Context: an optimization exercise on an open-source flow, tuned for small area, a short achievable clock period and few clock cycles per item. The choices shown serve that exercise and are no tape-out recipe.
At most, simulation tests tie the RTL to the original design; equivalence was not proved.
No functional check of the RTL was part of runs 1 to 4.
No activity file was given, so power comes from the tool's default toggle rates.

--- flow/run.sh ---
#!/bin/bash
# synth_recipe.tcl (not shown) runs the flow's synth.tcl, then flattens the netlist and writes it again
# the make line also repeats each setting of config.mk as NAME=value (left out here)
make -C /OpenROAD-flow-scripts/flow DESIGN_CONFIG=/design/flow/config.mk WORK_HOME=/design/flow/orfs CLKGATE_MAP_FILE= SYNTH_SCRIPT=/design/flow/synth_recipe.tcl finish
--- flow/config.mk ---
export PLATFORM = sky130hd
export DESIGN_NAME = ring_fifo_with_counters
export DESIGN_NICKNAME = ring_fifo_with_counters
export VERILOG_FILES = /design/flow/design.v
export SDC_FILE = /design/flow/constraint.sdc
export NUM_CORES = 4
export LEC_CHECK = 0
export ABC_CLOCK_PERIOD_IN_PS = 2200
export CAP_MARGIN = 20
export CORE_MARGIN = 2
export CORE_UTILIZATION = 65
export SETUP_SLACK_MARGIN = 1.6
export SLEW_MARGIN = 20
--- flow/constraint.sdc ---
create_clock -name core_clock -period 4.0 [get_ports {clock}]
set_input_delay 0.8000 -clock core_clock [delete_from_list [all_inputs] [get_ports {clock}]]
set_output_delay 0.8000 -clock core_clock [all_outputs]
set_load 0.01 [all_outputs]
--- flow/design.v ---
package rfc_pkg;
   localparam int DEPTH      = 16;
   localparam int ELEM_WIDTH = 32;
   localparam int PTR_W      = (DEPTH > 1) ? $clog2(DEPTH) : 1;
   localparam int CNT_W      = $clog2(DEPTH + 1);
   localparam int CAP_W      = 5;
   localparam int DATA_W     = 32;
   localparam int STAT_W     = 32;
   localparam int OCC_W      = 5;
   localparam logic [CAP_W-1:0] CAP_RESET = CAP_W'(16);
   localparam logic OP_ENQ = 1'b0;
   localparam logic OP_DEQ = 1'b1;
   localparam logic STATUS_DONE   = 1'b0;
   localparam logic STATUS_REJECT = 1'b1;
   typedef struct packed {
      logic clear;
      logic enq_ok;
      logic enq_full;
      logic deq_ok;
      logic deq_empty;
   } stat_evt_type;
   function automatic logic [CNT_W-1:0] eff_cap(input logic [CAP_W-1:0] cap);
      logic [CNT_W-1:0] res;
      if (cap == '0) begin
         res = CNT_W'(1);
      end else if (int'(cap) > DEPTH) begin
         res = CNT_W'(DEPTH);
      end else begin
         res = CNT_W'(cap);
      end
      eff_cap = res;
   endfunction
   function automatic logic [PTR_W-1:0] next_ptr(input logic [PTR_W-1:0] ptr,
                                                 input logic [CNT_W-1:0] cap);
      logic [CNT_W:0] nx;
      nx = (CNT_W+1)'(ptr) + (CNT_W+1)'(1);
      next_ptr = (nx >= (CNT_W+1)'(cap)) ? '0 : PTR_W'(nx);
   endfunction
endpackage
module rfc_ram #(
   parameter int WIDTH  = 32,
   parameter int DEPTH  = 16,
   parameter int ADDR_W = 4
) (
   input  logic              clock,
   input  logic              wr_en,
   input  logic [ADDR_W-1:0] wr_addr,
   input  logic [WIDTH-1:0]  wr_data,
   input  logic [ADDR_W-1:0] rd_addr,
   output logic [WIDTH-1:0]  rd_data
);
   logic [WIDTH-1:0] mem_ff [DEPTH];
   always_ff @(posedge clock) begin
      if (wr_en) begin
         mem_ff[wr_addr] <= wr_data;
      end
   end
   assign rd_data = mem_ff[rd_addr];
endmodule
module rfc_stats (
   input  logic                         clock,
   input  logic                         reset,
   input  rfc_pkg::stat_evt_type        evt,
   output logic [rfc_pkg::STAT_W-1:0]   enq_ok_cnt,
   output logic [rfc_pkg::STAT_W-1:0]   enq_full_cnt,
   output logic [rfc_pkg::STAT_W-1:0]   deq_ok_cnt,
   output logic [rfc_pkg::STAT_W-1:0]   deq_empty_cnt
);
   logic [rfc_pkg::STAT_W-1:0] enq_ok_ff;
   logic [rfc_pkg::STAT_W-1:0] enq_full_ff;
   logic [rfc_pkg::STAT_W-1:0] deq_ok_ff;
   logic [rfc_pkg::STAT_W-1:0] deq_empty_ff;
   function automatic logic [rfc_pkg::STAT_W-1:0] sat_inc(
      input logic [rfc_pkg::STAT_W-1:0] v);
      sat_inc = (v != '1) ? v + rfc_pkg::STAT_W'(1) : v;
   endfunction
   always_ff @(posedge clock) begin
      if (reset || evt.clear) begin
         enq_ok_ff    <= '0;
         enq_full_ff  <= '0;
         deq_ok_ff    <= '0;
         deq_empty_ff <= '0;
      end else begin
         if (evt.enq_ok)    enq_ok_ff    <= sat_inc(enq_ok_ff);
         if (evt.enq_full)  enq_full_ff  <= sat_inc(enq_full_ff);
         if (evt.deq_ok)    deq_ok_ff    <= sat_inc(deq_ok_ff);
         if (evt.deq_empty) deq_empty_ff <= sat_inc(deq_empty_ff);
      end
   end
   assign enq_ok_cnt    = enq_ok_ff;
   assign enq_full_cnt  = enq_full_ff;
   assign deq_ok_cnt    = deq_ok_ff;
   assign deq_empty_cnt = deq_empty_ff;
endmodule
module ring_fifo_with_counters (
   input  logic                          clock,
   input  logic                          reset,
   input  logic                          csr_wr_en,
   input  logic [rfc_pkg::CAP_W-1:0]     csr_wr_data,
   input  logic                          req_valid,
   output logic                          req_stall,
   input  logic                          req_op,
   input  logic [rfc_pkg::DATA_W-1:0]    req_data_in,
   output logic                          rsp_valid,
   input  logic                          rsp_stall,
   output logic                          rsp_status,
   output logic [rfc_pkg::DATA_W-1:0]    rsp_data_out,
   output logic                          rsp_is_empty,
   output logic                          rsp_is_full,
   output logic [rfc_pkg::OCC_W-1:0]     rsp_occupancy,
   output logic [rfc_pkg::STAT_W-1:0]    rsp_enqueue_count,
   output logic [rfc_pkg::STAT_W-1:0]    rsp_enqueue_full_count,
   output logic [rfc_pkg::STAT_W-1:0]    rsp_dequeue_count,
   output logic [rfc_pkg::STAT_W-1:0]    rsp_dequeue_empty_count
);
   logic [rfc_pkg::CNT_W-1:0]       cap_ff;      
   logic [rfc_pkg::PTR_W-1:0]       wptr_ff;
   logic [rfc_pkg::PTR_W-1:0]       rptr_ff;
   logic [rfc_pkg::CNT_W-1:0]       fill_ff;
   logic                            empty_ff;
   logic                            full_ff;
   logic                            rsp_valid_ff;
   logic                            status_ff;
   logic [rfc_pkg::DATA_W-1:0]      data_ff;
   logic                            accept;
   logic                            is_enq, is_deq;
   logic [rfc_pkg::CNT_W-1:0]       fill_in;
   rfc_pkg::stat_evt_type           evt;
   logic [rfc_pkg::ELEM_WIDTH-1:0]  rd_data;
   assign req_stall = rsp_valid_ff && rsp_stall;
   assign accept    = req_valid && !req_stall;
   assign is_enq    = accept && (req_op == rfc_pkg::OP_ENQ);
   assign is_deq    = accept && (req_op == rfc_pkg::OP_DEQ);
   always_comb begin
      evt.clear     = csr_wr_en;
      evt.enq_ok    = is_enq && !full_ff;
      evt.enq_full  = is_enq && full_ff;
      evt.deq_ok    = is_deq && !empty_ff;
      evt.deq_empty = is_deq && empty_ff;
   end
   always_comb begin
      fill_in = fill_ff;
      if (evt.enq_ok) fill_in = fill_ff + rfc_pkg::CNT_W'(1);
      if (evt.deq_ok) fill_in = fill_ff - rfc_pkg::CNT_W'(1);
   end
   always_ff @(posedge clock) begin
      if (reset) begin
         cap_ff       <= rfc_pkg::CNT_W'(rfc_pkg::DEPTH);
         wptr_ff      <= '0;
         rptr_ff      <= '0;
         fill_ff      <= '0;
         empty_ff     <= 1'b1;
         full_ff      <= 1'b0;
         rsp_valid_ff <= 1'b0;
      end else if (csr_wr_en) begin
         cap_ff       <= rfc_pkg::eff_cap(csr_wr_data);
         wptr_ff      <= '0;
         rptr_ff      <= '0;
         fill_ff      <= '0;
         empty_ff     <= 1'b1;
         full_ff      <= 1'b0;
         rsp_valid_ff <= 1'b0;
      end else begin
         rsp_valid_ff <= accept || req_stall;
         if (evt.enq_ok) wptr_ff <= wptr_ff + rfc_pkg::PTR_W'(1);
         if (evt.deq_ok) rptr_ff <= rptr_ff + rfc_pkg::PTR_W'(1);
         fill_ff  <= fill_in;
         empty_ff <= (fill_in == '0);
         full_ff  <= (fill_in == cap_ff);
      end
   end
   always_ff @(posedge clock) begin
      if (!req_stall) begin
         status_ff <= (req_op == rfc_pkg::OP_ENQ) ? full_ff : empty_ff;
         data_ff   <= ((req_op == rfc_pkg::OP_DEQ) && !empty_ff) ? rd_data : '0;
      end
   end
   rfc_ram #(
      .WIDTH  (rfc_pkg::ELEM_WIDTH),
      .DEPTH  (rfc_pkg::DEPTH),
      .ADDR_W (rfc_pkg::PTR_W)
   ) u_ram (
      .clock   (clock),
      .wr_en   (!fill_ff[rfc_pkg::CNT_W-1]),
      .wr_addr (wptr_ff),
      .wr_data (req_data_in[rfc_pkg::ELEM_WIDTH-1:0]),
      .rd_addr (rptr_ff),
      .rd_data (rd_data)
   );
   rfc_stats u_stats (
      .clock         (clock),
      .reset         (reset),
      .evt           (evt),
      .enq_ok_cnt    (rsp_enqueue_count),
      .enq_full_cnt  (rsp_enqueue_full_count),
      .deq_ok_cnt    (rsp_dequeue_count),
      .deq_empty_cnt (rsp_dequeue_empty_count)
   );
   assign rsp_valid     = rsp_valid_ff;
   assign rsp_status    = status_ff;
   assign rsp_data_out  = data_ff;
   assign rsp_is_empty  = empty_ff;
   assign rsp_is_full   = full_ff;
   assign rsp_occupancy = rfc_pkg::OCC_W'(fill_ff);
endmodule
==> results of run 1 <==
[registers in the layout (all words and copies together) (netlist names), 4 cells and up]
signal	flops
rptr_ff	4
u_stats.enq_ok_ff	32
wptr_ff	4
u_stats.deq_empty_ff	32
data_ff	32
u_stats.deq_ok_ff	32
u_stats.enq_full_ff	32
u_ram.mem_ff	512
fill_ff	5
cap_ff	5
[synthesized netlist by cell type (all sizes together) (2+ instances only)]
| master | instances | share of area (%) |
|---|---|---|
| nor3 | 16 | 0.34 |
| buf | 26 | 0.49 |
| o21a | 6 | 0.16 |
| o31a | 5 | 0.15 |
| o31ai | 56 | 1.5 |
| o21ai | 40 | 0.71 |
| nand3 | 40 | 0.71 |
| edfxtp | 545 | 58 |
| mux2i | 15 | 0.53 |
| nand4 | 45 | 1.1 |
| and4 | 15 | 0.48 |
| clkbuf | 63 | 0.84 |
| ha | 11 | 0.49 |
| o41ai | 4 | 0.12 |
| a31o | 2 | 0.062 |
| nor4 | 22 | 0.66 |
| mux4 | 160 | 13 |
| or4 | 59 | 1.6 |
| dfxtp | 149 | 11 |
| nor2 | 56 | 0.74 |
| a41o | 2 | 0.071 |
| nand3b | 4 | 0.11 |
| inv | 23 | 0.31 |
| or2 | 4 | 0.089 |
| nand2b | 10 | 0.22 |
| xor2 | 9 | 0.28 |
| xnor2 | 11 | 0.34 |
| and2 | 40 | 0.89 |
| and3 | 22 | 0.50 |
| o211ai | 5 | 0.13 |
| or3 | 51 | 1.1 |
| o311ai | 5 | 0.21 |
| xnor3 | 3 | 0.24 |
| a211oi | 2 | 0.053 |
| nor3b | 4 | 0.11 |
| a21oi | 99 | 1.8 |
| nor2b | 5 | 0.11 |
| nand2 | 86 | 1.2 |
| a31oi | 2 | 0.044 |
[worst max-delay path, delay by kind of cell, from the launching register on]
| family | cells | cell delay (ns) |
|---|---|---|
| and+or+nand+nor | 1 | 0.07 |
| DFF | 1 | 0.38 |
| buffers and inverters | 2 | 0.60 |
[worst max-delay path by stage]
stage                                        from                                  to  slack, ns
after global routing                    req_valid  u_stats.deq_ok_ff[30]$_SDFFE_PP0P_       1.50
after detailed placement                   req_op                  full_ff$_SDFF_PP0_       0.68
after global placement                     req_op   u_stats.deq_ok_ff[3]$_SDFFE_PP0P_       0.78
after CTS                               rsp_stall                           req_stall       1.46
final                     rsp_valid_ff$_SDFF_PP0_                           req_stall       1.56
after floorplan           wptr_ff[2]$_SDFFE_PP0P_       u_ram.mem_ff[13][0]$_DFFE_PP_       1.42
[cells in the final DEF (no fill, tap or decap), types with 22 or more instances in the layout]
master / count
sky130_fd_sc_hd__dlymetal6s2s_1: 22
sky130_fd_sc_hd__nand3_1: 39
sky130_fd_sc_hd__dfxtp_2: 64
sky130_fd_sc_hd__inv_1: 23
sky130_fd_sc_hd__and2_1: 39
sky130_fd_sc_hd__or4_1: 55
sky130_fd_sc_hd__mux4_2: 160
sky130_fd_sc_hd__nor2_1: 42
sky130_fd_sc_hd__clkbuf_16: 72
sky130_fd_sc_hd__a21oi_1: 99
sky130_fd_sc_hd__edfxtp_1: 545
sky130_fd_sc_hd__nand4_1: 42
sky130_fd_sc_hd__dfxtp_1: 80
sky130_fd_sc_hd__or3_1: 49
sky130_fd_sc_hd__nand2_1: 81
sky130_fd_sc_hd__dlygate4sd2_1: 34
sky130_fd_sc_hd__o21ai_0: 38
sky130_fd_sc_hd__buf_4: 48
sky130_fd_sc_hd__o31ai_1: 55
sky130_fd_sc_hd__clkdlybuf4s50_1: 155
[metal layers]
layer | vias up | track usage (%) | wire (um)
li1 | 7579 | - | -
met1 | 9014 | 43.2 | 27600
met2 | 905 | 52.6 | 36000
met3 | 125 | 5.73 | 5490
met4 | 2 | 10.5 | 1760
met5 | - | 0 | 16
[report_power, final]
part           internal [uW]  leakage, uW  switching, uW
sequential              7830      0.00628           26.9
combinational            180      0.00371            229
clock                   3550      0.00106           2750
total                  11600       0.0110           3010
[final cells by class]
class | instances | area (um^2)
sequential | 694 | 19400
fill | 2361 | 8950
inverter | 23 | 86.3
timing repair buffer | 279 | 2860
multi-input combinational | 927 | 8720
antenna | 1 | 2.50
clock buffer | 87 | 1840
clock inverter | 40 | 343
tap | 585 | 732
[metrics by stage]
step / utilization (%) / total power (uW) / instances / worst slack, ns / cell area, um^2
final: 79.2 / 14600 / 2636 / 1.56 / 34000
after global routing: 79.2 / 14900 / 2636 / 1.50 / 34000
after CTS: 78.5 / 14600 / 2623 / 1.46 / 33700
after detailed placement: 72.8 / 8390 / 2477 / 0.680 / 31300
after global placement: 72.8 / 8380 / 2477 / 0.782 / 31300
after floorplan: - / 8180 / 1733 / 1.42 / 28300
[logic make-up (layout without fill, tap and decap cells)]
kind of cell,after synthesis,after routing,synth area share [%]
compound gates,232,232,5.08
other cells,0,1,0
fa+ha+maj,11,11,0.487
simple gates,485,485,10.1
xor+xnor,24,24,0.943
buf+inv,112,429,1.63
flops,694,694,68.5
mux,175,175,13.3
[timing repair]
item                                    in CTS  in global routing
cloned                                       1                  1
endpoints found under the setup margin     304                139
buffers inserted                            18                 11
pin swaps                                   10                  4
resized for setup                          106                 56
==> impl_metrics.xml, run 1 <==
<?xml version="1.0" encoding="UTF-8"?>
<metrics>
  <group name="global_routing">
    <metric name="grt_pass1_wl" unit="um">105000</metric>
    <metric name="grt.total_usage" unit="%">31.7</metric>
    <metric name="first_global_vias" unit="">16900</metric>
    <metric name="antenna_found_initial" unit="">2</metric>
    <metric name="largest_net_degree_at_the_start_of_global_routing" unit="">50</metric>
    <metric name="congestion_overflow_gr" unit="">0</metric>
  </group>
  <group name="timing">
    <metric name="max_slew_margin" unit="%">34.6</metric>
    <metric name="finalHoldWorstSlack" unit="ns">0.487</metric>
    <metric name="minimum_clock_period_after_layout" unit="ns">2.44</metric>
    <metric name="fin_tns_setup" unit="ns">0</metric>
    <metric name="finalClockSkew" unit="ns">0.0154</metric>
    <metric name="fmax" unit="GHz">0.409</metric>
    <metric name="finalMaxSlewViolations" unit="">0</metric>
    <metric name="unrepaired_setup_endpoints_after_global_routing" unit="">yes</metric>
    <metric name="finalCritPeriodShare" unit="%">61.1</metric>
    <metric name="setup_viol" unit="">0</metric>
    <metric name="tightestPinTransition" unit="ns">0.981</metric>
    <metric name="hold_violations" unit="">0</metric>
  </group>
  <group name="cells_and_area">
    <metric name="final_layout_size_suffix_gt1_share" unit="%">22.3</metric>
    <metric name="design.final.nets" unit="">2050</metric>
    <metric name="flow.area_growth_from_synthesis" unit="%">20.4</metric>
  </group>
  <group name="placed_design">
    <metric name="hpwl" unit="um">38000</metric>
    <metric name="numPortBuffers" unit="">212</metric>
    <metric name="routabilityCongestion" unit="">0.868</metric>
  </group>
  <group name="clock_network">
    <metric name="tritoncts.num_buffers" unit="">71</metric>
    <metric name="tritoncts" unit="">yes</metric>
    <metric name="h_tree_level_count" unit="">3</metric>
    <metric name="clk_path_buf_depth" unit="">3</metric>
    <metric name="clock_sinks" unit="">694</metric>
    <metric name="cts_hold_buf" unit="">0</metric>
    <metric name="cts.root.buffer_cell" unit="">sky130_fd_sc_hd__clkbuf_16</metric>
    <metric name="cts.reportedPaths.clkPinSlew" unit="ns">0.06</metric>
    <metric name="clk_latency" unit="ns">0.60</metric>
  </group>
  <group name="power">
    <metric name="ir_drop" unit="V">0.000420</metric>
    <metric name="p_leak" unit="uW">0.0110</metric>
    <metric name="power_density" unit="nW/um^2">428</metric>
  </group>
  <group name="synthesis">
    <metric name="postSynth.asyncResetShare" unit="%">0</metric>
    <metric name="post_synth_num_cell_types" unit="">66</metric>
    <metric name="syn_area_per_cell" unit="um^2">16.3</metric>
    <metric name="ys_seq_elements" unit="">694</metric>
    <metric name="yosysWarningCount" unit="">3</metric>
    <metric name="postSynthCellCount" unit="">1733</metric>
    <metric name="mappedNetlistArea" unit="um^2">28300</metric>
    <metric name="mappedNetlistNets" unit="">1787</metric>
    <metric name="synth-edff-count" unit="">545</metric>
    <metric name="ys.flop_type" unit="">sky130_fd_sc_hd__edfxtp_1</metric>
    <metric name="seq_area_frac_synth" unit="%">68.5</metric>
  </group>
  <group name="route">
    <metric name="drt_iter0_drc" unit="">1927</metric>
    <metric name="wl" unit="um">70900</metric>
    <metric name="detail_route.first_pass.iterations" unit="">6</metric>
    <metric name="routed_wire_length_per_instance" unit="um">26.9</metric>
    <metric name="post-route-drc-count" unit="">0</metric>
    <metric name="post_drt_via_cell_ratio" unit="">6.69</metric>
    <metric name="via_count" unit="">17600</metric>
    <metric name="postRouteAntennaNets" unit="">0</metric>
  </group>
  <group name="worst_setup_path">
    <metric name="critPathLaunchType" unit="">flop</metric>
    <metric name="critPathArrivalTime" unit="ns">1.64</metric>
    <metric name="worst-setup-path-type" unit="">reg -&gt; out</metric>
    <metric name="max_stage_delay" unit="ns">0.53</metric>
    <metric name="timing.critical_path.slowest_stage_cell" unit="">sky130_fd_sc_hd__clkdlybuf4s50_1</metric>
    <metric name="r2r-end" unit="">data_ff[14]$_SDFFCE_PN0N_</metric>
    <metric name="r2r_slack" unit="ns">1.62</metric>
    <metric name="crit_chain" unit="">nand2_2 -&gt; inv_1 -&gt; clkdlybuf4s50_1</metric>
    <metric name="r2r_cells" unit="">4</metric>
    <metric name="timing.rr.start" unit="">rptr_ff[1]$_SDFFE_PP0P_</metric>
    <metric name="cp_data_required_time" unit="ns">3.20</metric>
    <metric name="worst-path-max-fanout" unit="">4</metric>
    <metric name="cp-end-kind" unit="">output port</metric>
  </group>
  <group name="floorplan">
    <metric name="die_outline_area" unit="um^2">45200</metric>
    <metric name="initial_core_util" unit="%">65.7</metric>
    <metric name="core-area" unit="um^2">43000</metric>
    <metric name="boundaryPins" unit="">213</metric>
    <metric name="floorplan.die.width" unit="um">213</metric>
    <metric name="die_h" unit="um">213</metric>
    <metric name="num_rows" unit="">76</metric>
  </group>
  <group name="run">
    <metric name="timing.max_cap.violations" unit="">0</metric>
  </group>
  <group name="min_path">
    <metric name="worstHoldPathType" unit="">reg -&gt; reg</metric>
    <metric name="hp-start" unit="">cap_ff[0]$_SDFFE_PP0P_</metric>
    <metric name="min_delay_path_depth" unit="">2</metric>
    <metric name="hold-path-endpoint" unit="">cap_ff[0]$_SDFFE_PP0P_</metric>
  </group>
  <group name="outcome">
    <metric name="status" unit="">no timing/DRC/antenna violations</metric>
  </group>
</metrics>
==> inputs of run 2 (changes only) <==
--- a/flow/config.mk
+++ b/flow/config.mk
@@ -8,6 +8,6 @@
 export ABC_CLOCK_PERIOD_IN_PS = 2200
 export CAP_MARGIN = 20
 export CORE_MARGIN = 2
-export CORE_UTILIZATION = 65
+export CORE_UTILIZATION = 40
 export SETUP_SLACK_MARGIN = 1.6
 export SLEW_MARGIN = 20
==> impl_metrics.xml, run 2 <==
<?xml version="1.0" encoding="UTF-8"?>
<metrics>
  <group name="outcome">
    <metric name="status" unit="">no timing/DRC/antenna violations</metric>
  </group>
  <group name="synthesis">
    <metric name="synth-edff-count" unit="">545</metric>
    <metric name="post_synth_num_cell_types" unit="">66</metric>
    <metric name="ys_seq_elements" unit="">694</metric>
    <metric name="mappedNetlistArea" unit="um^2">28300</metric>
    <metric name="netlist.top_cell.by_area" unit="">sky130_fd_sc_hd__edfxtp_1</metric>
    <metric name="ys_top_cells_by_area" unit="">sky130_fd_sc_hd__edfxtp_1 (58%), sky130_fd_sc_hd__mux4_2 (13%), sky130_fd_sc_hd__dfxtp_1 (11%), sky130_fd_sc_hd__a21oi_1 (1.8%), sky130_fd_sc_hd__or4_1 (1.5%)</metric>
    <metric name="mappedNetlistNets" unit="">1787</metric>
    <metric name="postSynthCellCount" unit="">1733</metric>
    <metric name="syn_area_per_cell" unit="um^2">16.3</metric>
    <metric name="yosys.cell_count.top_type" unit="">sky130_fd_sc_hd__edfxtp_1</metric>
    <metric name="synthAdderAreaFrac" unit="%">0.487</metric>
    <metric name="synthSimpleGateAreaFrac" unit="%">10.1</metric>
    <metric name="combinational_family_with_the_most_area_after_synthesis" unit="">multiplexers</metric>
    <metric name="muxShareOfSynthArea" unit="%">13.3</metric>
    <metric name="ys.flop_type" unit="">sky130_fd_sc_hd__edfxtp_1</metric>
    <metric name="yosysWarningCount" unit="">3</metric>
    <metric name="synth.cells.most_frequent" unit="">sky130_fd_sc_hd__edfxtp_1 (545), sky130_fd_sc_hd__mux4_2 (160), sky130_fd_sc_hd__dfxtp_1 (149), sky130_fd_sc_hd__a21oi_1 (99), sky130_fd_sc_hd__nand2_1 (85)</metric>
    <metric name="post-synth-top-area-fraction" unit="%">57.9</metric>
    <metric name="seq_area_frac_synth" unit="%">68.5</metric>
    <metric name="postSynth.asyncResetShare" unit="%">0</metric>
    <metric name="xor_and_xnor_fraction_of_the_mapped_netlist_area" unit="%">0.943</metric>
    <metric name="synth-compound-area-share" unit="%">5.08</metric>
  </group>
  <group name="global_routing">
    <metric name="congestion_overflow_gr" unit="">0</metric>
    <metric name="grt.total_usage" unit="%">19.2</metric>
    <metric name="largest_net_degree_at_the_start_of_global_routing" unit="">64</metric>
    <metric name="grt_pass1_wl" unit="um">106000</metric>
    <metric name="first_global_vias" unit="">17000</metric>
    <metric name="antenna_found_initial" unit="">4</metric>
  </group>
  <group name="floorplan">
    <metric name="num_rows" unit="">97</metric>
    <metric name="floorplan.die.width" unit="um">270</metric>
    <metric name="initial_core_util" unit="%">40.4</metric>
    <metric name="core-area" unit="um^2">70000</metric>
    <metric name="boundaryPins" unit="">213</metric>
    <metric name="die_outline_area" unit="um^2">72800</metric>
    <metric name="die_h" unit="um">270</metric>
  </group>
  <group name="timing">
    <metric name="setup_viol" unit="">0</metric>
    <metric name="finalHoldWorstSlack" unit="ns">0.461</metric>
    <metric name="finalMaxSlewViolations" unit="">0</metric>
    <metric name="hold_violations" unit="">0</metric>
    <metric name="fmax" unit="GHz">0.403</metric>
    <metric name="tightestPinTransition" unit="ns">0.902</metric>
    <metric name="final_critical_path_setup_slack" unit="ns">1.52</metric>
    <metric name="finalCritPeriodShare" unit="%">62.1</metric>
    <metric name="finalClockSkew" unit="ns">0.0449</metric>
    <metric name="minimum_clock_period_after_layout" unit="ns">2.48</metric>
    <metric name="max_slew_margin" unit="%">39.9</metric>
    <metric name="fin_tns_setup" unit="ns">0</metric>
    <metric name="unrepaired_setup_endpoints_after_global_routing" unit="">yes</metric>
  </group>
  <group name="worst_setup_path">
    <metric name="critPathLaunchType" unit="">flop</metric>
    <metric name="worst-setup-path-type" unit="">reg -&gt; out</metric>
    <metric name="critical_path.n_buffers_inverters" unit="">2</metric>
    <metric name="crit_chain" unit="">nand2_2 -&gt; inv_1 -&gt; clkdlybuf4s50_1</metric>
    <metric name="critPathArrivalTime" unit="ns">1.68</metric>
    <metric name="cp_data_required_time" unit="ns">3.20</metric>
    <metric name="path_delay_family" unit="">buffers and inverters</metric>
    <metric name="max_stage_delay" unit="ns">0.53</metric>
    <metric name="cp-end-kind" unit="">output port</metric>
    <metric name="worst-path-max-fanout" unit="">4</metric>
    <metric name="timing.critical_path.slowest_stage_cell" unit="">sky130_fd_sc_hd__clkdlybuf4s50_1</metric>
  </group>
  <group name="route">
    <metric name="postRouteAntennaNets" unit="">0</metric>
    <metric name="drt_iter0_drc" unit="">1329</metric>
    <metric name="post-route-drc-count" unit="">0</metric>
    <metric name="routed_wire_length_per_instance" unit="um">23.7</metric>
    <metric name="wl" unit="um">70800</metric>
    <metric name="via_count" unit="">17100</metric>
    <metric name="detail_route.first_pass.iterations" unit="">5</metric>
    <metric name="post_drt_via_cell_ratio" unit="">5.72</metric>
  </group>
  <group name="clock_network">
    <metric name="tritoncts.num_buffers" unit="">74</metric>
    <metric name="cts.reportedPaths.clkPinSlew" unit="ns">0.06</metric>
    <metric name="clk_path_buf_depth" unit="">3</metric>
    <metric name="h_tree_level_count" unit="">3</metric>
    <metric name="clk_latency" unit="ns">0.64</metric>
    <metric name="clock_sinks" unit="">694</metric>
    <metric name="cts_hold_buf" unit="">0</metric>
    <metric name="cts.root.buffer_cell" unit="">sky130_fd_sc_hd__clkbuf_16</metric>
    <metric name="tritoncts" unit="">yes</metric>
  </group>
  <group name="cells_and_area">
    <metric name="regMostFlops" unit="">u_ram.mem_ff</metric>
    <metric name="layout.cells.most_common_list" unit="">sky130_fd_sc_hd__edfxtp_1 (545), sky130_fd_sc_hd__mux4_2 (160), sky130_fd_sc_hd__clkdlybuf4s50_1 (102), sky130_fd_sc_hd__a21oi_1 (98), sky130_fd_sc_hd__nand2_1 (83)</metric>
    <metric name="largest_reg_flops" unit="">512</metric>
    <metric name="flow.area_growth_from_synthesis" unit="%">22.7</metric>
    <metric name="design.final.nets" unit="">2048</metric>
    <metric name="layout.core_utilization" unit="%">49.5</metric>
    <metric name="final_layout_size_suffix_gt1_share" unit="%">22.8</metric>
    <metric name="layout.cells.most_common" unit="">sky130_fd_sc_hd__edfxtp_1</metric>
    <metric name="antenna_cells" unit="">0</metric>
  </group>
  <group name="power">
    <metric name="power_density" unit="nW/um^2">440</metric>
    <metric name="p_leak" unit="uW">0.0115</metric>
    <metric name="ir_drop" unit="V">0.000308</metric>
    <metric name="total_power" unit="uW">15300</metric>
  </group>
  <group name="min_path">
    <metric name="worstHoldPathType" unit="">in -&gt; reg</metric>
  </group>
  <group name="placed_design">
    <metric name="preCtsSetupSlack" unit="ns">0.608</metric>
    <metric name="routabilityCongestion" unit="">0.807</metric>
    <metric name="numPortBuffers" unit="">212</metric>
    <metric name="hpwl" unit="um">40300</metric>
  </group>
  <group name="run">
    <metric name="timing.max_cap.violations" unit="">0</metric>
  </group>
</metrics>
==> run 2: logic make-up (layout without fill, tap and decap cells) <==
family | after synthesis | in the layout
buffers and inverters | 112 | 426
multiplexers | 175 | 175
AND/OR/NAND/NOR | 485 | 486
XOR/XNOR | 24 | 24
AO/OA/AOI/OAI | 232 | 233
adder cells (fa/ha/maj) | 11 | 11
flip-flops | 694 | 694
==> run 2: layer usage <==
metal / part of all wire [%] / routed length [um] / track usage [%] / vias up
met5: 0.051 / 36 / 0 / -
met3: 6.0 / 4270 / 3.63 / 105
met4: 2.0 / 1450 / 5.15 / 6
met2: 51 / 35900 / 32.9 / 525
met1: 41 / 29200 / 25.1 / 8898
li1: - / - / - / 7571
==> run 2: stage by stage <==
stage,instance area [um^2],std cells
global route,34700,2989
floorplan,28300,1733
global placement,31800,2837
detailed placement,31800,2837
finish,34700,2989
CTS,34400,2981
==> run 2: timing repair <==
action	CTS	global route
gates resized for setup	159	54
pin swaps	5	7
cloned	0	2
buffers inserted	13	6
setup endpoints to repair	231	143
==> run 2: layout make-up <==
type / count / area (um^2)
fillers: 5838 / 35400
clock buffers: 93 / 1970
multi-input cells: 929 / 8700
well taps: 940 / 1180
flip-flops and latches: 694 / 19500
repair buffers: 272 / 2760
inverters: 23 / 86.3
clock inverters: 38 / 527
==> run 2: worst register-to-register path, stage by stage (launching register included) <==
cell and delay (ns):
sky130_fd_sc_hd__dfxtp_4 0.50, sky130_fd_sc_hd__buf_12 0.17, sky130_fd_sc_hd__buf_12 0.21, sky130_fd_sc_hd__mux4_2 0.54, sky130_fd_sc_hd__mux4_2 0.46, sky130_fd_sc_hd__and2_1 0.19
==> run 2: worst paths after layout <==
path,from,to,slack [ns],cells after the start
max,rsp_valid_ff$_SDFF_PP0_,req_stall,1.52,3
min,req_valid,rsp_valid_ff$_SDFF_PP0_,0.46,2
max reg2reg,rptr_ff[0]$_SDFFE_PP0P_,data_ff[4]$_SDFFCE_PN0N_,1.69,5
min reg2reg,u_stats.deq_empty_ff[1]$_SDFFE_PP0P_,u_stats.deq_empty_ff[1]$_SDFFE_PP0P_,0.49,2
==> run 2: report_power, final <==
part | leakage (uW) | switching (uW) | internal [uW]
Combinational | 0.00400 | 228 | 175
Sequential | 0.00628 | 22.5 | 7830
Clock | 0.00120 | 2850 | 4170
Total | 0.0115 | 3100 | 12200
==> inputs of run 3 (changes only) <==
==> flow/flow/run.sh (new file) <==
#!/bin/bash
# Own layout flow: the standard ORFS layout (standard.sh), except that the
# ports are buffered with a plain buffer cell instead of the resizer's default
# pick (a slow delay cell).
set -euo pipefail
export BUFFER_PORTS_ARGS="-buffer_cell sky130_fd_sc_hd__buf_2"
bash standard.sh > flow_make.log 2>&1
==> flow/standard.sh (new file) <==
#!/bin/bash
# synth_recipe.tcl (not shown) runs the flow's synth.tcl, then flattens the netlist and writes it again
# the make line also repeats each setting of config.mk as NAME=value (left out here)
make -C /OpenROAD-flow-scripts/flow DESIGN_CONFIG=/design/flow/config.mk WORK_HOME=/design/flow/orfs CLKGATE_MAP_FILE= SYNTH_SCRIPT=/design/flow/synth_recipe.tcl "${@:-finish}"
--- a/flow/config.mk
+++ b/flow/config.mk
@@ -8,6 +8,6 @@
 export ABC_CLOCK_PERIOD_IN_PS = 2200
 export CAP_MARGIN = 20
 export CORE_MARGIN = 2
-export CORE_UTILIZATION = 40
-export SETUP_SLACK_MARGIN = 1.6
+export CORE_UTILIZATION = 65
+export SETUP_SLACK_MARGIN = 1.8
 export SLEW_MARGIN = 20
removed: flow/run.sh
==> impl_metrics.xml, run 3 <==
<?xml version="1.0" encoding="UTF-8"?>
<metrics>
  <group name="outcome">
    <metric name="status" unit="">no timing/DRC/antenna violations</metric>
  </group>
  <group name="floorplan">
    <metric name="initial_core_util" unit="%">65.7</metric>
    <metric name="num_rows" unit="">76</metric>
    <metric name="floorplan.die.width" unit="um">213</metric>
    <metric name="core-area" unit="um^2">43000</metric>
    <metric name="die_outline_area" unit="um^2">45200</metric>
    <metric name="boundaryPins" unit="">213</metric>
    <metric name="die_h" unit="um">213</metric>
  </group>
  <group name="placed_design">
    <metric name="numPortBuffers" unit="">212</metric>
    <metric name="routabilityCongestion" unit="">0.888</metric>
    <metric name="hpwl" unit="um">37700</metric>
  </group>
  <group name="synthesis">
    <metric name="synth.cells.most_frequent" unit="">sky130_fd_sc_hd__edfxtp_1 (545), sky130_fd_sc_hd__mux4_2 (160), sky130_fd_sc_hd__dfxtp_1 (149), sky130_fd_sc_hd__a21oi_1 (99), sky130_fd_sc_hd__nand2_1 (85)</metric>
    <metric name="combinational_family_with_the_most_area_after_synthesis" unit="">multiplexers</metric>
    <metric name="post_synth_num_cell_types" unit="">66</metric>
    <metric name="netlist.top_cell.by_area" unit="">sky130_fd_sc_hd__edfxtp_1</metric>
    <metric name="postSynth.asyncResetShare" unit="%">0</metric>
    <metric name="syn_area_per_cell" unit="um^2">16.3</metric>
    <metric name="ys.flop_type" unit="">sky130_fd_sc_hd__edfxtp_1</metric>
    <metric name="seq_area_frac_synth" unit="%">68.5</metric>
    <metric name="synthAdderAreaFrac" unit="%">0.487</metric>
    <metric name="ys_seq_elements" unit="">694</metric>
    <metric name="postSynthCellCount" unit="">1733</metric>
    <metric name="yosysWarningCount" unit="">3</metric>
    <metric name="mappedNetlistNets" unit="">1787</metric>
    <metric name="muxShareOfSynthArea" unit="%">13.3</metric>
    <metric name="synth-compound-area-share" unit="%">5.08</metric>
    <metric name="synthSimpleGateAreaFrac" unit="%">10.1</metric>
    <metric name="post-synth-top-area-fraction" unit="%">57.9</metric>
    <metric name="yosys.cell_count.top_type" unit="">sky130_fd_sc_hd__edfxtp_1</metric>
    <metric name="mappedNetlistArea" unit="um^2">28300</metric>
    <metric name="synth-edff-count" unit="">545</metric>
    <metric name="ys_top_cells_by_area" unit="">sky130_fd_sc_hd__edfxtp_1 (58%), sky130_fd_sc_hd__mux4_2 (13%), sky130_fd_sc_hd__dfxtp_1 (11%), sky130_fd_sc_hd__a21oi_1 (1.8%), sky130_fd_sc_hd__or4_1 (1.5%)</metric>
    <metric name="xor_and_xnor_fraction_of_the_mapped_netlist_area" unit="%">0.943</metric>
  </group>
  <group name="worst_setup_path">
    <metric name="startpoint" unit="">rptr_ff[0]$_SDFFE_PP0P_</metric>
    <metric name="r2r_cells" unit="">6</metric>
    <metric name="critPathLaunchType" unit="">flop</metric>
    <metric name="r2r_slack" unit="ns">1.75</metric>
    <metric name="worst-path-max-fanout" unit="">5</metric>
    <metric name="worst-setup-path-type" unit="">reg -&gt; reg</metric>
    <metric name="critPathArrivalTime" unit="ns">2.62</metric>
    <metric name="r2r-end" unit="">data_ff[17]$_SDFFCE_PN0N_</metric>
    <metric name="timing.rr.start" unit="">rptr_ff[0]$_SDFFE_PP0P_</metric>
    <metric name="cp_data_required_time" unit="ns">4.37</metric>
    <metric name="cp-end-kind" unit="">flop</metric>
  </group>
  <group name="clock_network">
    <metric name="clk_path_buf_depth" unit="">3</metric>
    <metric name="clock_sinks" unit="">694</metric>
    <metric name="tritoncts.num_buffers" unit="">72</metric>
    <metric name="h_tree_level_count" unit="">3</metric>
    <metric name="tritoncts" unit="">yes</metric>
    <metric name="cts.root.buffer_cell" unit="">sky130_fd_sc_hd__clkbuf_16</metric>
    <metric name="cts_hold_buf" unit="">0</metric>
    <metric name="clk_latency" unit="ns">0.61</metric>
    <metric name="cts.reportedPaths.clkPinSlew" unit="ns">0.06</metric>
  </group>
  <group name="timing">
    <metric name="finalHoldWorstSlack" unit="ns">0.457</metric>
    <metric name="hold_violations" unit="">0</metric>
    <metric name="setup_viol" unit="">0</metric>
    <metric name="fin_tns_setup" unit="ns">0</metric>
    <metric name="unrepaired_setup_endpoints_after_global_routing" unit="">yes</metric>
    <metric name="max_slew_margin" unit="%">40.9</metric>
    <metric name="finalClockSkew" unit="ns">0.0184</metric>
    <metric name="tightestPinTransition" unit="ns">0.886</metric>
    <metric name="minimum_clock_period_after_layout" unit="ns">2.25</metric>
    <metric name="fmax" unit="GHz">0.445</metric>
    <metric name="finalCritPeriodShare" unit="%">56.2</metric>
    <metric name="finalMaxSlewViolations" unit="">0</metric>
  </group>
  <group name="route">
    <metric name="post_drt_via_cell_ratio" unit="">6.65</metric>
    <metric name="routed_wire_length_per_instance" unit="um">27.7</metric>
    <metric name="detail_route.first_pass.iterations" unit="">5</metric>
    <metric name="postRouteAntennaNets" unit="">0</metric>
    <metric name="via_count" unit="">17800</metric>
    <metric name="wl" unit="um">73900</metric>
    <metric name="post-route-drc-count" unit="">0</metric>
    <metric name="drt_iter0_drc" unit="">2046</metric>
  </group>
  <group name="global_routing">
    <metric name="congestion_overflow_gr" unit="">0</metric>
    <metric name="first_global_vias" unit="">17100</metric>
    <metric name="antenna_found_initial" unit="">6</metric>
    <metric name="grt_pass1_wl" unit="um">106000</metric>
    <metric name="largest_net_degree_at_the_start_of_global_routing" unit="">50</metric>
    <metric name="grt.total_usage" unit="%">32.6</metric>
  </group>
  <group name="min_path">
    <metric name="hold-path-endpoint" unit="">rsp_valid_ff$_SDFF_PP0_</metric>
    <metric name="min_delay_path_depth" unit="">2</metric>
    <metric name="worstHoldPathType" unit="">in -&gt; reg</metric>
    <metric name="hp-start" unit="">req_valid</metric>
  </group>
  <group name="cells_and_area">
    <metric name="final_layout_size_suffix_gt1_share" unit="%">32.3</metric>
    <metric name="design.final.nets" unit="">2080</metric>
    <metric name="layout.cells.most_common_list" unit="">sky130_fd_sc_hd__edfxtp_1 (545), sky130_fd_sc_hd__buf_2 (212), sky130_fd_sc_hd__mux4_2 (160), sky130_fd_sc_hd__dfxtp_1 (129), sky130_fd_sc_hd__a21oi_1 (98)</metric>
    <metric name="largest_reg_flops" unit="">512</metric>
    <metric name="layout.cells.most_common" unit="">sky130_fd_sc_hd__edfxtp_1</metric>
    <metric name="layout.filler_cells" unit="">2447</metric>
    <metric name="regMostFlops" unit="">u_ram.mem_ff</metric>
    <metric name="flow.area_growth_from_synthesis" unit="%">18.9</metric>
    <metric name="multiInputGateArea" unit="um^2">8820</metric>
    <metric name="area.sequential" unit="um^2">19400</metric>
  </group>
  <group name="power">
    <metric name="p_leak" unit="uW">0.0111</metric>
    <metric name="ir_drop" unit="V">0.000422</metric>
    <metric name="power_density" unit="nW/um^2">445</metric>
  </group>
  <group name="run">
    <metric name="timing.max_cap.violations" unit="">0</metric>
  </group>
</metrics>
[run 3: worst max-delay path: stages (launching register included)]
cell and delay, ns:
sky130_fd_sc_hd__dfxtp_4 0.37, sky130_fd_sc_hd__buf_12 0.14, sky130_fd_sc_hd__buf_12 0.15, sky130_fd_sc_hd__buf_16 0.14
sky130_fd_sc_hd__mux4_2 0.54, sky130_fd_sc_hd__mux4_2 0.49, sky130_fd_sc_hd__and2_4 0.17
[run 3: what timing repair did]
| item | CTS | global route |
|---|---|---|
| gates resized for setup | 36 | 47 |
| setup endpoints to repair | 407 | 110 |
| pin swaps | 20 | 8 |
| setup buffers | 40 | 11 |
| gates cloned | 7 | 3 |
[run 3: worst max path at each step]
stage	endpoint	slack (ns)	depth (start not counted)
global placement	u_stats.enq_ok_ff[29]$_SDFFE_PP0P_	1.14	6
floorplan	u_ram.mem_ff[13][0]$_DFFE_PP_	1.42	3
detailed placement	u_stats.enq_ok_ff[25]$_SDFFE_PP0P_	1.01	6
global route	data_ff[17]$_SDFFCE_PN0N_	1.72	6
finish	data_ff[17]$_SDFFCE_PN0N_	1.75	6
CTS	u_stats.deq_ok_ff[18]$_SDFFE_PP0P_	1.74	7
[run 3: area by class of cell]
| class | instances | share of cell area, % |
|---|---|---|
| antenna | 4 | 0.0298 |
| clock inverter | 44 | 1.26 |
| sequential | 694 | 57.7 |
| timing repair buffer | 308 | 6.59 |
| inverter | 23 | 0.257 |
| multi-input combinational | 927 | 26.3 |
| clock buffer | 86 | 5.71 |
| tap | 585 | 2.18 |
[run 3: metal layers]
| layer | part of all wire, % | GRT usage, % |
|---|---|---|
| met1 | 38 | 44.2 |
| met2 | 50 | 53.7 |
| met4 | 3.3 | 12.3 |
| met5 | 0.027 | 0 |
| met3 | 8.6 | 5.82 |
[run 3: cell families (layout without fill, tap and decap cells)]
group | count (synthesis) | after routing
DFF | 694 | 694
other | 0 | 4
adders and majority gates | 11 | 11
muxes | 175 | 175
AOI/OAI and AO/OA | 232 | 232
and+or+nand+nor | 485 | 485
buffers and inverters | 112 | 461
xor gates and xnor gates | 24 | 24
[run 3: stage by stage]
stage	total power, uW	std cells	utilization (%)	cell area, um^2	worst slack (ns)
final	14900	2671	78.1	33600	1.75
after global routing	15300	2669	78.1	33600	1.72
after CTS	14900	2653	77.4	33300	1.74
after detailed placement	8350	2476	70.3	30200	1.01
after global placement	8340	2476	70.3	30200	1.14
after floorplan	8180	1733	-	28400	1.42
[run 3: report_power, final]
part,internal (uW),total [uW],switching [uW]
Clock,3940,6710,2770
Sequential,7820,7850,28.8
Combinational,141,373,232
Total,11900,14900,3030
==> inputs of run 4 (changes only) <==
==> flow/flow/run.sh (replaced) <==
#!/bin/bash
# Own layout flow: the standard ORFS layout (standard.sh), except that the
# ports are buffered with a plain buffer cell instead of the resizer's default
# pick (a slow delay cell), and the resizer may swap cells across footprints
# so that timing repair can resize those buffers.
set -euo pipefail
export BUFFER_PORTS_ARGS="-buffer_cell sky130_fd_sc_hd__buf_2"
export MAKEFLAGS="MATCH_CELL_FOOTPRINT=0"
bash standard.sh > flow_make.log 2>&1
==> impl_metrics.xml, run 4 <==
<?xml version="1.0" encoding="UTF-8"?>
<metrics>
  <group name="outcome">
    <metric name="status" unit="">no timing/DRC/antenna violations</metric>
  </group>
  <group name="run">
    <metric name="timing.max_cap.violations" unit="">0</metric>
  </group>
  <group name="synthesis">
    <metric name="mappedNetlistNets" unit="">1787</metric>
    <metric name="postSynth.asyncResetShare" unit="%">0</metric>
    <metric name="combinational_family_with_the_most_area_after_synthesis" unit="">multiplexers</metric>
    <metric name="synth-edff-count" unit="">545</metric>
    <metric name="yosysWarningCount" unit="">3</metric>
    <metric name="synth.cells.most_frequent" unit="">sky130_fd_sc_hd__edfxtp_1 (545), sky130_fd_sc_hd__mux4_2 (160), sky130_fd_sc_hd__dfxtp_1 (149), sky130_fd_sc_hd__a21oi_1 (99), sky130_fd_sc_hd__nand2_1 (85)</metric>
    <metric name="post-synth-top-area-fraction" unit="%">57.9</metric>
    <metric name="yosys.cell_count.top_type" unit="">sky130_fd_sc_hd__edfxtp_1</metric>
    <metric name="ys.flop_type" unit="">sky130_fd_sc_hd__edfxtp_1</metric>
    <metric name="muxShareOfSynthArea" unit="%">13.3</metric>
    <metric name="synthAdderAreaFrac" unit="%">0.487</metric>
    <metric name="postSynthCellCount" unit="">1733</metric>
    <metric name="ys_top_cells_by_area" unit="">sky130_fd_sc_hd__edfxtp_1 (58%), sky130_fd_sc_hd__mux4_2 (13%), sky130_fd_sc_hd__dfxtp_1 (11%), sky130_fd_sc_hd__a21oi_1 (1.8%), sky130_fd_sc_hd__or4_1 (1.5%)</metric>
    <metric name="post_synth_num_cell_types" unit="">66</metric>
    <metric name="netlist.top_cell.by_area" unit="">sky130_fd_sc_hd__edfxtp_1</metric>
    <metric name="synthSimpleGateAreaFrac" unit="%">10.1</metric>
    <metric name="mappedNetlistArea" unit="um^2">28300</metric>
    <metric name="syn_area_per_cell" unit="um^2">16.3</metric>
    <metric name="synth-compound-area-share" unit="%">5.08</metric>
    <metric name="seq_area_frac_synth" unit="%">68.5</metric>
    <metric name="ys_seq_elements" unit="">694</metric>
    <metric name="xor_and_xnor_fraction_of_the_mapped_netlist_area" unit="%">0.943</metric>
  </group>
  <group name="timing">
    <metric name="tightestPinTransition" unit="ns">0.884</metric>
    <metric name="unrepaired_setup_endpoints_after_global_routing" unit="">yes</metric>
    <metric name="finalCritPeriodShare" unit="%">57.2</metric>
    <metric name="finalClockSkew" unit="ns">0.0263</metric>
    <metric name="setup_viol" unit="">0</metric>
    <metric name="finalMaxSlewViolations" unit="">0</metric>
    <metric name="hold_violations" unit="">0</metric>
    <metric name="minimum_clock_period_after_layout" unit="ns">2.29</metric>
    <metric name="fmax" unit="GHz">0.437</metric>
    <metric name="max_slew_margin" unit="%">41.1</metric>
    <metric name="fin_tns_setup" unit="ns">0</metric>
  </group>
  <group name="worst_setup_path">
    <metric name="critPathMostFrequentCell" unit="">sky130_fd_sc_hd__mux4_2</metric>
    <metric name="cp-end-kind" unit="">flop</metric>
    <metric name="crit_chain" unit="">buf_12 -&gt; buf_8 -&gt; clkbuf_16 -&gt; mux4_2 -&gt; mux4_2 -&gt; and2_4</metric>
    <metric name="timing.critical_path.slowest_stage_cell" unit="">sky130_fd_sc_hd__mux4_2</metric>
    <metric name="critPathLaunchType" unit="">flop</metric>
    <metric name="max_stage_delay" unit="ns">0.51</metric>
    <metric name="critPathArrivalTime" unit="ns">2.66</metric>
    <metric name="worst-setup-path-type" unit="">reg -&gt; reg</metric>
    <metric name="cp_data_required_time" unit="ns">4.37</metric>
    <metric name="worst-path-max-fanout" unit="">6</metric>
  </group>
  <group name="route">
    <metric name="wl" unit="um">72600</metric>
    <metric name="dr.max_layer_used" unit="">met5</metric>
    <metric name="wl_met1" unit="um">28300</metric>
    <metric name="post-route-drc-count" unit="">0</metric>
    <metric name="detail_route.first_pass.iterations" unit="">5</metric>
    <metric name="routed_wire_length_per_instance" unit="um">27.2</metric>
    <metric name="via_count" unit="">17900</metric>
    <metric name="wl_met3" unit="um">6790</metric>
    <metric name="post_drt_via_cell_ratio" unit="">6.70</metric>
    <metric name="met2_length" unit="um">35400</metric>
    <metric name="drt_iter0_drc" unit="">2247</metric>
    <metric name="postRouteAntennaNets" unit="">0</metric>
  </group>
  <group name="power">
    <metric name="total_power" unit="uW">14700</metric>
    <metric name="power_density" unit="nW/um^2">440</metric>
    <metric name="p_leak" unit="uW">0.0112</metric>
    <metric name="ir_drop" unit="V">0.000427</metric>
  </group>
  <group name="floorplan">
    <metric name="die_outline_area" unit="um^2">45200</metric>
    <metric name="num_rows" unit="">76</metric>
    <metric name="core-area" unit="um^2">43000</metric>
    <metric name="initial_core_util" unit="%">65.7</metric>
    <metric name="floorplan.die.width" unit="um">213</metric>
    <metric name="boundaryPins" unit="">213</metric>
    <metric name="die_h" unit="um">213</metric>
  </group>
  <group name="global_routing">
    <metric name="first_global_vias" unit="">17200</metric>
    <metric name="grt_pass1_wl" unit="um">107000</metric>
    <metric name="antenna_found_initial" unit="">2</metric>
    <metric name="grt.total_usage" unit="%">32.5</metric>
    <metric name="congestion_overflow_gr" unit="">0</metric>
    <metric name="largest_net_degree_at_the_start_of_global_routing" unit="">76</metric>
  </group>
  <group name="cells_and_area">
    <metric name="largest_reg_flops" unit="">512</metric>
    <metric name="fin_area" unit="um^2">33500</metric>
    <metric name="design.final.nets" unit="">2084</metric>
    <metric name="final_layout_size_suffix_gt1_share" unit="%">31.9</metric>
    <metric name="stdcell_count" unit="">2671</metric>
    <metric name="layout.cells.most_common_list" unit="">sky130_fd_sc_hd__edfxtp_1 (545), sky130_fd_sc_hd__buf_2 (212), sky130_fd_sc_hd__mux4_2 (160), sky130_fd_sc_hd__dfxtp_1 (139), sky130_fd_sc_hd__a21oi_1 (98)</metric>
    <metric name="layout.cells.most_common" unit="">sky130_fd_sc_hd__edfxtp_1</metric>
    <metric name="layout.core_utilization" unit="%">78.0</metric>
    <metric name="regMostFlops" unit="">u_ram.mem_ff</metric>
    <metric name="flow.area_growth_from_synthesis" unit="%">18.7</metric>
  </group>
  <group name="clock_network">
    <metric name="clock_sinks" unit="">694</metric>
    <metric name="clk_latency" unit="ns">0.62</metric>
    <metric name="clk_path_buf_depth" unit="">3</metric>
    <metric name="h_tree_level_count" unit="">3</metric>
    <metric name="cts_hold_buf" unit="">0</metric>
    <metric name="tritoncts" unit="">yes</metric>
    <metric name="tritoncts.num_buffers" unit="">70</metric>
    <metric name="cts.reportedPaths.clkPinSlew" unit="ns">0.06</metric>
    <metric name="cts.root.buffer_cell" unit="">sky130_fd_sc_hd__clkbuf_16</metric>
  </group>
  <group name="placed_design">
    <metric name="numPortBuffers" unit="">212</metric>
    <metric name="numPlacedInstances" unit="">2485</metric>
    <metric name="routabilityCongestion" unit="">0.856</metric>
    <metric name="hpwl" unit="um">37600</metric>
    <metric name="instance_area_after_placement" unit="um^2">30300</metric>
  </group>
  <group name="min_path">
    <metric name="worstHoldPathType" unit="">in -&gt; reg</metric>
  </group>
</metrics>
[run 4: per-layer routing]
metal | GRT usage, % | up-vias
li1 | - | 7653
met1 | 44.8 | 9073
met2 | 52.1 | 1022
met3 | 7.13 | 159
met4 | 11.0 | 2
met5 | 0 | -
[run 4: final timing paths]
| path | start | to | slack [ns] | cells after the start |
|---|---|---|---|---|
| setup / recovery | rptr_ff[0]$_SDFFE_PP0P_ | data_ff[5]$_SDFFCE_PN0N_ | 1.71 | 6 |
| hold / removal | csr_wr_data[1] | cap_ff[1]$_SDFFE_PP0P_ | 0.45 | 3 |
| setup reg to reg | rptr_ff[0]$_SDFFE_PP0P_ | data_ff[5]$_SDFFCE_PN0N_ | 1.71 | 6 |
| hold reg to reg | cap_ff[3]$_SDFFE_PP0P_ | cap_ff[3]$_SDFFE_PP0P_ | 0.47 | 2 |
[run 4: repair_timing]
item | 4_1_cts | 5_1_grt
buffers inserted | 32 | 13
cloned | 9 | 4
pin swaps | 17 | 9
gates resized for setup | 30 | 52
setup endpoints to repair | 437 | 229
[run 4: per-stage QoR]
step	setup slack, ns	hold slack (ns)
after floorplan	1.42	0.447
after CTS	1.59	0.435
after detailed placement	0.965	0.466
after global placement	1.07	0.460
final	1.71	0.453
after global routing	1.69	0.465
[run 4: cell type report]
cell class	count	area (um^2)
diodes	1	2.50
clock buffers	95	1940
clock inverters	32	334
flip-flops and latches	694	19400
well taps	585	732
repair buffers	313	2240
fillers	2422	9440
inverters	23	86.3
multi-input cells	928	8820
[run 4: where the power goes]
group / leakage [uW] / internal (uW) / total (uW) / switching (uW)
Sequential: 0.00625 / 7820 / 7850 / 28.7
Combinational: 0.00379 / 145 / 379 / 233
Clock: 0.00112 / 3710 / 6510 / 2800
Total: 0.0112 / 11700 / 14700 / 3070
[run 4: cells by family (layout without fill, tap and decap cells)]
family	Yosys count	after routing
AND/OR/NAND/NOR	485	486
flip-flops	694	694
adder cells (fa/ha/maj)	11	11
other	0	1
multiplexers	175	175
XOR/XNOR	24	24
AO/OA/AOI/OAI	232	232
buffers and inverters	112	463
[run 4: critical path: cells and delay by family (launching register included)]
family	cells	cell delay (ns)
flops	1	0.42
buf+inv	3	0.42
mux	2	1.02
simple gates	1	0.17
==> inputs of run 5 (changes only) <==
--- a/flow/design.v
+++ b/flow/design.v
@@ -116,12 +116,13 @@
    logic [rfc_pkg::CNT_W-1:0]       cap_ff;      
    logic [rfc_pkg::PTR_W-1:0]       wptr_ff;
    logic [rfc_pkg::PTR_W-1:0]       rptr_ff;
+   logic [rfc_pkg::PTR_W-1:0]       dptr_ff;     
    logic [rfc_pkg::CNT_W-1:0]       fill_ff;
    logic                            empty_ff;
    logic                            full_ff;
    logic                            rsp_valid_ff;
    logic                            status_ff;
-   logic [rfc_pkg::DATA_W-1:0]      data_ff;
+   logic                            took_ff;
    logic                            accept;
    logic                            is_enq, is_deq;
    logic [rfc_pkg::CNT_W-1:0]       fill_in;
@@ -170,9 +171,10 @@
       end
    end
    always_ff @(posedge clock) begin
-      if (!req_stall) begin
-         status_ff <= (req_op == rfc_pkg::OP_ENQ) ? full_ff : empty_ff;
-         data_ff   <= ((req_op == rfc_pkg::OP_DEQ) && !empty_ff) ? rd_data : '0;
+      if (accept) begin
+         status_ff <= evt.enq_full || evt.deq_empty;
+         took_ff   <= evt.deq_ok;
+         dptr_ff   <= rptr_ff;
       end
    end
    rfc_ram #(
@@ -181,10 +183,10 @@
       .ADDR_W (rfc_pkg::PTR_W)
    ) u_ram (
       .clock   (clock),
-      .wr_en   (!fill_ff[rfc_pkg::CNT_W-1]),
+      .wr_en   (evt.enq_ok),
       .wr_addr (wptr_ff),
       .wr_data (req_data_in[rfc_pkg::ELEM_WIDTH-1:0]),
-      .rd_addr (rptr_ff),
+      .rd_addr (dptr_ff),
       .rd_data (rd_data)
    );
    rfc_stats u_stats (
@@ -198,7 +200,7 @@
    );
    assign rsp_valid     = rsp_valid_ff;
    assign rsp_status    = status_ff;
-   assign rsp_data_out  = data_ff;
+   assign rsp_data_out  = took_ff ? rd_data : '0;
    assign rsp_is_empty  = empty_ff;
    assign rsp_is_full   = full_ff;
    assign rsp_occupancy = rfc_pkg::OCC_W'(fill_ff);
==> flow/run.sh (new file) <==
#!/bin/bash
# synth_recipe.tcl (not shown) runs the flow's synth.tcl, then flattens the netlist and writes it again
# the make line also repeats each setting of config.mk as NAME=value (left out here)
make -C /OpenROAD-flow-scripts/flow DESIGN_CONFIG=/design/flow/config.mk WORK_HOME=/design/flow/orfs CLKGATE_MAP_FILE= SYNTH_SCRIPT=/design/flow/synth_recipe.tcl finish
==> flow/config.mk (replaced) <==
export PLATFORM = sky130hd
export DESIGN_NAME = ring_fifo_with_counters
export DESIGN_NICKNAME = ring_fifo_with_counters
export VERILOG_FILES = /design/flow/design.v
export SDC_FILE = /design/flow/constraint.sdc
export NUM_CORES = 4
export LEC_CHECK = 0
export CAP_MARGIN = 20
export CORE_MARGIN = 2
export CORE_UTILIZATION = 40
export SLEW_MARGIN = 20
removed: flow/flow/run.sh
removed: flow/standard.sh
==> impl_metrics.xml, run 5 <==
<?xml version="1.0" encoding="UTF-8"?>
<metrics>
  <group name="cells_and_area">
    <metric name="regMostFlops" unit="">u_ram.mem_ff</metric>
    <metric name="final_layout_size_suffix_gt1_share" unit="%">17.7</metric>
    <metric name="flow.area_growth_from_synthesis" unit="%">22.7</metric>
    <metric name="layout.cells.most_common_list" unit="">sky130_fd_sc_hd__edfxtp_1 (518), sky130_fd_sc_hd__clkdlybuf4s50_1 (212), sky130_fd_sc_hd__mux4_2 (160), sky130_fd_sc_hd__dfxtp_1 (149), sky130_fd_sc_hd__nand2_1 (96)</metric>
    <metric name="design.final.nets" unit="">2025</metric>
    <metric name="stdcell_count" unit="">2900</metric>
    <metric name="layout.core_utilization" unit="%">49.8</metric>
    <metric name="largest_reg_flops" unit="">512</metric>
    <metric name="layout.cells.most_common" unit="">sky130_fd_sc_hd__edfxtp_1</metric>
  </group>
  <group name="worst_setup_path">
    <metric name="max_stage_delay" unit="ns">0.53</metric>
    <metric name="crit_chain" unit="">bufbuf_16 -&gt; mux4_2 -&gt; mux4_2 -&gt; and2_1 -&gt; clkdlybuf4s50_1</metric>
    <metric name="cp-end-kind" unit="">output port</metric>
    <metric name="r2r_cells" unit="">6</metric>
    <metric name="r2r-end" unit="">u_stats.enq_full_ff[28]$_SDFFE_PP0P_</metric>
    <metric name="timing.rr.start" unit="">u_stats.enq_full_ff[0]$_SDFFE_PP0P_</metric>
    <metric name="worst-path-max-fanout" unit="">22</metric>
    <metric name="timing.critical_path.slowest_stage_cell" unit="">sky130_fd_sc_hd__mux4_2</metric>
    <metric name="cp_data_required_time" unit="ns">3.20</metric>
    <metric name="r2r_slack" unit="ns">1.37</metric>
    <metric name="critPathMostFrequentCell" unit="">sky130_fd_sc_hd__mux4_2</metric>
    <metric name="worst-setup-path-type" unit="">reg -&gt; out</metric>
    <metric name="critPathArrivalTime" unit="ns">3.09</metric>
    <metric name="critPathLaunchType" unit="">flop</metric>
  </group>
  <group name="route">
    <metric name="post-route-drc-count" unit="">0</metric>
    <metric name="via_count" unit="">16500</metric>
    <metric name="drt_iter0_drc" unit="">1117</metric>
    <metric name="wl" unit="um">67600</metric>
    <metric name="detail_route.first_pass.iterations" unit="">5</metric>
    <metric name="post_drt_via_cell_ratio" unit="">5.68</metric>
    <metric name="postRouteAntennaNets" unit="">0</metric>
    <metric name="routed_wire_length_per_instance" unit="um">23.3</metric>
  </group>
  <group name="global_routing">
    <metric name="grt.total_usage" unit="%">19.2</metric>
    <metric name="met2_usage" unit="%">33.2</metric>
    <metric name="largest_net_degree_at_the_start_of_global_routing" unit="">61</metric>
    <metric name="antenna_found_initial" unit="">3</metric>
    <metric name="gr-usage-met3" unit="%">5.63</metric>
    <metric name="first_global_vias" unit="">16800</metric>
    <metric name="grtUsageMet1" unit="%">23.7</metric>
    <metric name="congestion_overflow_gr" unit="">0</metric>
    <metric name="busiest_layer" unit="">met2</metric>
    <metric name="grt_pass1_wl" unit="um">103000</metric>
  </group>
  <group name="floorplan">
    <metric name="initial_core_util" unit="%">40.6</metric>
    <metric name="floorplan.die.width" unit="um">266</metric>
    <metric name="num_rows" unit="">95</metric>
    <metric name="boundaryPins" unit="">213</metric>
    <metric name="die_h" unit="um">266</metric>
    <metric name="core-area" unit="um^2">67500</metric>
    <metric name="die_outline_area" unit="um^2">70700</metric>
  </group>
  <group name="clock_network">
    <metric name="tritoncts.num_buffers" unit="">74</metric>
    <metric name="clock_sinks" unit="">671</metric>
    <metric name="clk_path_buf_depth" unit="">3</metric>
    <metric name="clk_latency" unit="ns">0.62</metric>
    <metric name="h_tree_level_count" unit="">3</metric>
    <metric name="cts.root.buffer_cell" unit="">sky130_fd_sc_hd__clkbuf_16</metric>
    <metric name="tritoncts" unit="">yes</metric>
    <metric name="cts.reportedPaths.clkPinSlew" unit="ns">0.05</metric>
    <metric name="cts_hold_buf" unit="">0</metric>
  </group>
  <group name="placed_design">
    <metric name="numPlacedInstances" unit="">2763</metric>
    <metric name="preCtsSetupSlack" unit="ns">0.548</metric>
    <metric name="routabilityCongestion" unit="">0.804</metric>
    <metric name="hpwl" unit="um">39600</metric>
    <metric name="numPortBuffers" unit="">212</metric>
  </group>
  <group name="min_path">
    <metric name="hp-start" unit="">dptr_ff[1]$_DFFE_PN_</metric>
    <metric name="min_delay_path_depth" unit="">2</metric>
    <metric name="worstHoldPathType" unit="">reg -&gt; reg</metric>
  </group>
  <group name="synthesis">
    <metric name="post-synth-top-area-fraction" unit="%">56.7</metric>
    <metric name="mappedNetlistNets" unit="">1764</metric>
    <metric name="netlist.top_cell.by_area" unit="">sky130_fd_sc_hd__edfxtp_1</metric>
    <metric name="synth-edff-count" unit="">518</metric>
    <metric name="ys_top_cells_by_area" unit="">sky130_fd_sc_hd__edfxtp_1 (57%), sky130_fd_sc_hd__mux4_2 (13%), sky130_fd_sc_hd__dfxtp_1 (11%), sky130_fd_sc_hd__a21oi_1 (1.7%), sky130_fd_sc_hd__nand2_1 (1.3%)</metric>
    <metric name="seq_area_frac_synth" unit="%">67.9</metric>
    <metric name="post_synth_num_cell_types" unit="">70</metric>
    <metric name="syn_area_per_cell" unit="um^2">16.0</metric>
    <metric name="ys_seq_elements" unit="">671</metric>
    <metric name="ys.flop_type" unit="">sky130_fd_sc_hd__edfxtp_1</metric>
    <metric name="mappedNetlistArea" unit="um^2">27400</metric>
    <metric name="yosys.cell_count.top_type" unit="">sky130_fd_sc_hd__edfxtp_1</metric>
    <metric name="postSynthCellCount" unit="">1710</metric>
    <metric name="postSynth.asyncResetShare" unit="%">0</metric>
    <metric name="yosysWarningCount" unit="">3</metric>
    <metric name="synth.cells.most_frequent" unit="">sky130_fd_sc_hd__edfxtp_1 (518), sky130_fd_sc_hd__mux4_2 (160), sky130_fd_sc_hd__dfxtp_1 (153), sky130_fd_sc_hd__nand2_1 (96), sky130_fd_sc_hd__a21oi_1 (95)</metric>
  </group>
  <group name="timing">
    <metric name="tightestPinTransition" unit="ns">0.970</metric>
    <metric name="max_slew_margin" unit="%">34.8</metric>
    <metric name="fmax" unit="GHz">0.257</metric>
    <metric name="setup_viol" unit="">0</metric>
    <metric name="finalClockSkew" unit="ns">0.0347</metric>
    <metric name="hold_violations" unit="">0</metric>
    <metric name="finalMaxSlewViolations" unit="">0</metric>
    <metric name="unrepaired_setup_endpoints_after_global_routing" unit="">yes</metric>
    <metric name="final_critical_path_setup_slack" unit="ns">0.106</metric>
    <metric name="finalCritPeriodShare" unit="%">97.4</metric>
    <metric name="minimum_clock_period_after_layout" unit="ns">3.89</metric>
    <metric name="fin_tns_setup" unit="ns">0</metric>
  </group>
  <group name="power">
    <metric name="p_leak" unit="uW">0.0102</metric>
    <metric name="power_density" unit="nW/um^2">439</metric>
    <metric name="ir_drop" unit="V">0.000286</metric>
  </group>
  <group name="outcome">
    <metric name="status" unit="">no timing/DRC/antenna violations</metric>
  </group>
  <group name="run">
    <metric name="timing.max_cap.violations" unit="">0</metric>
  </group>
</metrics>
## run 5: cell types whose count changed after synthesis, sizes merged, moves of 6 or more
cell,previous run,this run
or4,59,41
and4,15,23
nor2,56,66
nand3,40,50
and3,22,15
nand2,86,96
nor4,22,11
o31ai,56,36
or3,51,57
edfxtp,545,518
clkbuf,63,53
o21ai,40,57
a2111oi,0,6
## run 5: final cells by class
| cell class | count | area [um^2] |
|---|---|---|
| Multi-Input combinational cell | 938 | 8530 |
| Fill cell | 5594 | 33900 |
| Clock buffer | 97 | 2020 |
| Tap cell | 873 | 1090 |
| Timing Repair Buffer | 267 | 2940 |
| Antenna cell | 1 | 2.50 |
| Clock inverter | 34 | 339 |
| Sequential cell | 671 | 18600 |
| Inverter | 19 | 76.3 |
## run 5: how the worst max path moves through the flow
stage	start	endpoint
final	flop	rsp_data_out[17]
after global placement	flop	rsp_data_out[0]
after global routing	flop	rsp_data_out[15]
after floorplan	req_op	u_ram.mem_ff[15][0]$_DFFE_PP_
after CTS	flop	rsp_data_out[17]
after detailed placement	flop	rsp_data_out[0]
## run 5: where the power goes
group	leakage [uW]	total [uW]	internal (uW)	switching, uW
registers	0.00591	7560	7530	28.2
clock network	0.00115	6580	3840	2750
logic	0.00313	614	307	306
## run 5: routing by layer
metal	up-vias	wire length, um
met5	-	46
met4	6	1180
met3	96	4730
met2	415	34000
met1	8500	27700
li1	7464	-
## run 5: logic make-up after synthesis
group,Yosys count,synth area share [%]
AOI/OAI and AO/OA,236,5.22
xor gates and xnor gates,30,1.12
adders and majority gates,11,0.502
buffers and inverters,101,1.51
DFF,671,67.9
muxes,170,13.5
and+or+nand+nor,491,10.3
## run 5: per-stage QoR
step	hold WS [ns]	total power, uW	instance area, um^2
after global routing	0.469	15200	33600
final	0.432	14800	33600
after floorplan	0.415	8030	27400
after global placement	0.429	8300	31100
after CTS	0.433	14900	33600
after detailed placement	0.435	8320	31100
## run 5: what timing repair did
action / 4_1_cts / 5_1_grt
setup buffers: 1 / 1
hold endpoints to repair: 0 / 0
resized for setup: 3 / 1
pin swaps: 0 / 0
setup endpoints to repair: 19 / 13
gates cloned: 1 / 2
## run 5: critical path: cells and delay by family (launching register included)
kind / cells / cell delay, ns
muxes: 2 / 0.98
buffers and inverters: 2 / 0.87
and+or+nand+nor: 1 / 0.16
DFF: 1 / 0.47
Testbench counts of run 5, summed over its fixed seeds: cycles 14,424, items 14,400.

## separate check: timing with driven ports
The results above use ideal ports. As a check the final layouts listed here were re-extracted and re-timed, cells and wires unchanged.
Step 1: set_driving_cell puts a clkbuf_16 on clock and a buf_2 on each other input, an assumption about the parent block.
Step 2 adds t to the input delays and takes it off the output delays; t is the mean of the earliest and latest rising clock arrival at the registers after step 1. Input paths then give back, and output paths get back, about the clock's delay inside the block.
a / b / c = ideal ports / drivers / drivers and shift; a / b = the first two.
run | t (ns) | setup WS [ns] | hold WS [ns] | latest minus earliest clock arrival (ns) | worst slew at a driven data input, ns
run 1 | 0.655 | 1.557 / 1.496 / 0.952 | 0.487 / 0.487 / 0.487 | 0.020 / 0.020 | 0.10
run 2 | 0.678 | 1.517 / 1.453 / 1.162 | 0.461 / 0.432 / 0.488 | 0.046 / 0.046 | 0.14
run 3 | 0.657 | 1.751 / 1.751 / 1.214 | 0.457 / 0.434 / 0.475 | 0.026 / 0.026 | 0.10
run 4 | 0.669 | 1.710 / 1.710 / 1.325 | 0.453 / 0.419 / 0.472 | 0.027 / 0.027 | 0.09
run 5 | 0.667 | 0.106 / 0.041 / 0.588 | 0.432 / 0.432 / 0.432 | 0.035 / 0.035 | 0.11
After both steps setup and hold are still met in every run listed. For run 1, which loses most, drivers alone change the setup slack by -0.061 ns; drivers and shift together by -0.605 ns.
